This is an optimization exercise on Yosys and OpenROAD, whose aim is small area, not a production implementation. At most, simulation tests tie the RTL to the original design; equivalence was not proved.

==> build 36 <==
// feature_ext_top
module feature_ext_top
#(
    parameter int REPORT_INTERVAL = 10,
    parameter int BASELINE_LEN    = 20       
) (
    input  logic                   clk,
    input  logic                   rst_n,
    input  logic signed [FP_W-1:0] vx,
    input  logic signed [FP_W-1:0] vy,
    input  logic signed [FP_W-1:0] nis_cv,
    input  logic                   imm_valid,
    input  logic signed [FP_W-1:0] rcs_amplitude,
    input  logic signed [FP_W-1:0] snr_db,
    input  logic signed [FP_W-1:0] doppler_spread_hz,
    input  logic signed [FP_W-1:0] micro_doppler_peak_hz,
    input  logic signed [FP_W-1:0] micro_doppler_period,
    input  logic                   rf_valid,
    output logic                   report_valid,
    output logic signed [FP_W-1:0] rpt_spd_avg,
    output logic signed [FP_W-1:0] rpt_spd_peak,
    output logic signed [FP_W-1:0] rpt_nis_avg,
    output logic signed [FP_W-1:0] rpt_nis_peak,
    output logic [MD_W-1:0]        rpt_md_type,
    output logic signed [FP_W-1:0] rpt_md_conf,
    output logic signed [FP_W-1:0] rpt_ecm_score,
    output logic                   rpt_ecm_detected,
    output logic                   ecm_noise_flag,
    output logic                   ecm_deception_flag
);
Settings: LEC_CHECK=0, ABC_AREA=0, CAP_MARGIN=20, CORE_MARGIN=2, CORE_UTILIZATION=50, CTS_BUF_LIST=sky130_fd_sc_hd__clkbuf_16, CTS_CLUSTER_DIAMETER=100, CTS_CLUSTER_SIZE=20, GPL_TIMING_DRIVEN=1, SLEW_MARGIN=20, SYNTH_HIERARCHICAL=1; clock period 25.0 ns.
standard.sh (not shown) runs the stock make flow with config.mk's settings and CLKGATE_MAP_FILE= SYNTH_SCRIPT=/design/flow/synth_recipe.tcl, a recipe that flattens the netlist after the stock synthesis.
==> flow/flow/run.sh <==
#!/bin/bash
# Layout flow: the standard flow (standard.sh, unchanged synthesis and steps),
# with the input/output port buffers made from the plain sky130 buffer
# (buf_1) instead of the delay buffer the resizer picks by default.
set -o pipefail
cp standard.sh standard.sh.txt
export BUFFER_PORTS_ARGS="-buffer_cell sky130_fd_sc_hd__buf_1"
bash standard.sh > standard.log 2>&1
status=$?
tail -40 standard.log
exit $status
==> trial 27: changes against build 36 <==
- CORE_UTILIZATION: 50 -> 60
==> trial 47: changes against build 36 <==
- CORE_UTILIZATION: 50 -> 72
- GPL_TIMING_DRIVEN: 1 -> 0
==> summary of the runs <==
Build 36 finished with timing, DRC and antenna clean. Trial 47 completed with no timing, DRC or antenna violations. Trial 27 completed without violations. Synthesized cell count is the same in build 36 and trial 47. Global-route usage, lowest first: build 36, trial 27, trial 47. Critical path depth, highest first: build 36, trial 47, trial 27. Non-clock buffer count, highest first: build 36, trial 27, trial 47. Clock skew, lowest first: build 36, trial 47, trial 27.

---

==> exp/nickel <==
feature_ext_top, a different RTL version from the one above (not shown whole).
Settings: LEC_CHECK=0, ABC_AREA=1, CAP_MARGIN=20, CORE_MARGIN=2, CORE_UTILIZATION=60, CTS_BUF_LIST=sky130_fd_sc_hd__clkbuf_4 sky130_fd_sc_hd__clkbuf_8, GPL_TIMING_DRIVEN=0, SLEW_MARGIN=20, SYNTH_HIERARCHICAL=1; clock period 25.0 ns.
Scripts as last shown in full above: flow/flow/run.sh
==> inputs of exp/umber, as changes to exp/nickel <==
==> flow/run.sh (new file) <==
#!/bin/bash
# synth_recipe.tcl (not shown) runs the flow's synth.tcl, then flattens the netlist and writes it again
# the make line also repeats each setting of config.mk as NAME=value (left out here)
make -C /OpenROAD-flow-scripts/flow DESIGN_CONFIG=/design/flow/config.mk WORK_HOME=/design/flow/orfs CLKGATE_MAP_FILE= SYNTH_SCRIPT=/design/flow/synth_recipe.tcl finish
removed: flow/flow/run.sh
removed: flow/standard.sh
==> flow_metrics.tcl <==
set metrics [dict create \
    slew_headroom_pct 40.0 \
    worstPathArrival_ns 25.14 \
    status "no timing/DRC/antenna violations" \
    wl_met2_um 81700 \
    fmax_ghz 0.0407 \
    routedWlPerCell_um 19.7 \
    wl_met1_um 62600 \
    slowest_stage "fa_1" \
    hp-start "md_code[1]" \
    grt_util_met2_pct 52.0 \
]
the above is filed under exp/nickel

==> flow_metrics.tcl <==
set metrics [dict create \
    status "no timing/DRC/antenna violations" \
    slowest_stage "fa_2" \
    wl_met1_um 62600 \
    worstPathArrival_ns 25.10 \
    slew_headroom_pct 41.0 \
    grt_util_met2_pct 52.3 \
    wl_met2_um 81400 \
    fmax_ghz 0.0406 \
    routedWlPerCell_um 19.7 \
]
the above is filed under exp/umber

No functional check of the RTL was part of any run of this note.

---

==> run D <==
RTL: one of the versions met above, not the one the previous note started from.
Settings: LEC_CHECK=0, ABC_AREA=0, CAP_MARGIN=20, CORE_MARGIN=2, CORE_UTILIZATION=60, CTS_BUF_LIST=sky130_fd_sc_hd__clkbuf_16, CTS_CLUSTER_DIAMETER=100, CTS_CLUSTER_SIZE=25, GPL_TIMING_DRIVEN=1, SLEW_MARGIN=20, SYNTH_HIERARCHICAL=1; clock period 25.0 ns.
==> flow/flow/run.sh <==
#!/bin/bash
# Layout flow: the standard flow (standard.sh, unchanged synthesis and steps),
# with the input/output port buffers made from the plain sky130 buffer
# (buf_1) instead of the delay buffer the resizer picks by default.
set -o pipefail
cp standard.sh standard.sh.txt
export BUFFER_PORTS_ARGS="-buffer_cell sky130_fd_sc_hd__buf_1"
bash standard.sh > standard.log 2>&1
status=$?
tail -40 standard.log
exit $status
==> inputs of run C, as changes to run D <==
- CTS_CLUSTER_SIZE: 25 -> 20
- PLACE_DENSITY: not set -> 0.72
==> comparison <==
- In critical path depth, run C and run D do not differ.
- In sequential share of layout area, run C and run D hardly differ.
- Synthesized area is the same in run D and run C.
- In run D the first-iteration DRC count is lower than in run C, by about 11%.
- In utilization, run D and run C hardly differ.
- Non-clock buffer count: run D is lower than run C (14).
- Cell area is about the same in run C and run D.
- Between run D and run C, the lower worst setup slack is in run C (gap 0.024 ns).
- In run C the wire length is lower than in run D, by about 1.2%.
==> figures <==
Worst setup endpoint: run C rcs_dev_avg[31]; run D rcs_dev_avg[27]
Met1 layer usage reported by global route: run C 0.3882; run D 0.4017
Share of cells above drive strength 1: run C 0.1473; run D 0.1407
Fraction of area in non-clock buffers: run C 0.04708; run D 0.04519
Met2 usage in global routing: run C 0.4672; run D 0.4761
Required arrival time at the worst endpoint: run C 25.50 ns; run D 25.51 ns
Worst-skew pair later-pin latency: run C 0.63 ns; run D 0.66 ns
Met3 Usage GRT: run C 0.06976; run D 0.04678
Routed length on met1: run C 56490 microns; run D 57870 microns
Count of nets after finishing: run C 7040; run D 7027
Run status: run C complete, no violations; run D complete, no violations
Inserted Clock Buffers: run C 28; run D 29
Max stage delay on crit path: run C 0.56 ns; run D 0.54 ns
Drt first-iter violations: run C 1856; run D 1644
Final-layout clock buffer total: run C 28; run D 29
Setup slack of the critical path after layout: run C 0.5342 ns; run D 0.5582 ns

---

==> run E: inputs <==
Another version of the RTL of feature_ext_top (not shown whole).
// feature_ext_top
module feature_ext_top
#(
    parameter int REPORT_INTERVAL = 10,
    parameter int BASELINE_LEN    = 20       
) (
    input  logic                   clk,
    input  logic                   rst_n,
    input  logic signed [FP_W-1:0] vx,
    input  logic signed [FP_W-1:0] vy,
    input  logic signed [FP_W-1:0] nis_cv,
    input  logic                   imm_valid,
    input  logic signed [FP_W-1:0] rcs_amplitude,
    input  logic signed [FP_W-1:0] snr_db,
    input  logic signed [FP_W-1:0] doppler_spread_hz,
    input  logic signed [FP_W-1:0] micro_doppler_peak_hz,
    input  logic signed [FP_W-1:0] micro_doppler_period,
    input  logic                   rf_valid,
    output logic                   report_valid,
    output logic signed [FP_W-1:0] rpt_spd_avg,
    output logic signed [FP_W-1:0] rpt_spd_peak,
    output logic signed [FP_W-1:0] rpt_nis_avg,
    output logic signed [FP_W-1:0] rpt_nis_peak,
    output logic [MD_W-1:0]        rpt_md_type,
    output logic signed [FP_W-1:0] rpt_md_conf,
    output logic signed [FP_W-1:0] rpt_ecm_score,
    output logic                   rpt_ecm_detected,
    output logic                   ecm_noise_flag,
    output logic                   ecm_deception_flag
);
export LEC_CHECK = 0
export ABC_AREA = 1
export CAP_MARGIN = 20
export CORE_MARGIN = 2
export CORE_UTILIZATION = 60
export CTS_BUF_LIST = sky130_fd_sc_hd__clkbuf_8
export CTS_CLUSTER_DIAMETER = 80
export CTS_CLUSTER_SIZE = 16
export GPL_TIMING_DRIVEN = 0
export SLEW_MARGIN = 20
export SYNTH_HIERARCHICAL = 1
create_clock -name core_clock -period 25.0 [get_ports {clk}]
Scripts as last shown in full above: flow/flow/run.sh
==> run Y: changes against run E <==
--- a/flow/config.mk
+++ b/flow/config.mk
@@ -7,3 +7,3 @@
 export LEC_CHECK = 0
-export ABC_AREA = 1
+export ABC_AREA = 0
 export CAP_MARGIN = 20
@@ -11,5 +11,5 @@
 export CORE_UTILIZATION = 60
-export CTS_BUF_LIST = sky130_fd_sc_hd__clkbuf_8
-export CTS_CLUSTER_DIAMETER = 80
-export CTS_CLUSTER_SIZE = 16
+export CTS_BUF_LIST = sky130_fd_sc_hd__clkbuf_16
+export CTS_CLUSTER_DIAMETER = 100
+export CTS_CLUSTER_SIZE = 20
 export GPL_TIMING_DRIVEN = 0
==> impl_metrics.yaml <==
run_status:
  status: "complete, no violations"
min_path:
  hp-start: "md_code[2]$_DFFE_PN0P_"
global_route:
  grt_usage_pct: 30.1
  grt_pass1_vias: 46800
detailed_routing:
  routed-wl-met2_mm: 76.5
placement:
  post-place-ws_ns: -1.32
  post_dp_cell_area_sq_um: 69400
yosys:
  synthXorXnorAreaFrac_pct: 0.582
timing:
  hold_slack_ns: 0.465
-- figures above: run E

==> impl_metrics.yaml <==
finish:
  multi_input_gates: 3713
run_status:
  status: "complete, no violations"
detailed_routing:
  routed-wl-met2_mm: 75.9
placement:
  post_dp_cell_area_sq_um: 68100
  post-place-ws_ns: -1.81
yosys:
  synthXorXnorAreaFrac_pct: 1.54
  synthCells: 4448
global_route:
  grt_pass1_vias: 42200
  grt_usage_pct: 29.3
min_path:
  hp-start: "md_code[0]$_DFFE_PN0P_"
cts:
  path_clk_slew_ns: 0.08
-- figures above: run Y

static timing again, ports no longer ideal:
The results above use ideal ports. As a check the final layouts listed here were re-extracted and re-timed, cells and wires unchanged.
Step 1 sets driving cells, clkbuf_16 on the clock port and buf_2 on the other inputs (assumed; they add their load-dependent delay and slew).
Step 2, shift: input delay + t, output delay - t, t = (earliest + latest rising clock arrival at the registers) / 2. This alone moves slack from input paths to output paths.
a / b / c = ideal / step 1 / step 2; a / b = the first two.
| run | shift t [ns] | slack for setup (ns) | worst setup path at the end | worst slew at a driven data input, ns | pins driven straight from the clock port |
|---|---|---|---|---|---|
| build 36 | 0.710 | 0.528 / 0.529 / -0.181 | input to register | 0.15 | 1 |
| trial 27 | 0.722 | 0.576 / 0.615 / -0.107 | input to register | 0.16 | 1 |
| trial 47 | 0.686 | 0.309 / 0.350 / -0.336 | input to register | 0.16 | 1 |
| exp/nickel | 0.787 | 0.402 / 0.448 / -0.339 | input to register | 0.15 | 1 |
| exp/umber | 0.793 | 0.363 / 0.409 / -0.384 | input to register | 0.14 | 1 |
| run D | 0.710 | 0.558 / 0.606 / -0.104 | input to register | 0.16 | 1 |
| run C | 0.683 | 0.534 / 0.577 / -0.106 | input to register | 0.18 | 1 |
| run E | 0.789 | 0.512 / 0.563 / -0.226 | input to register | 0.17 | 1 |
| run Y | 0.695 | 0.414 / 0.314 / -0.381 | input to register | 0.18 | 1 |
Met with ideal ports but missed after step 2: setup timing in every run listed. For run Y, which loses most, drivers alone change the setup slack by -0.100 ns; drivers and shift together by -0.795 ns.
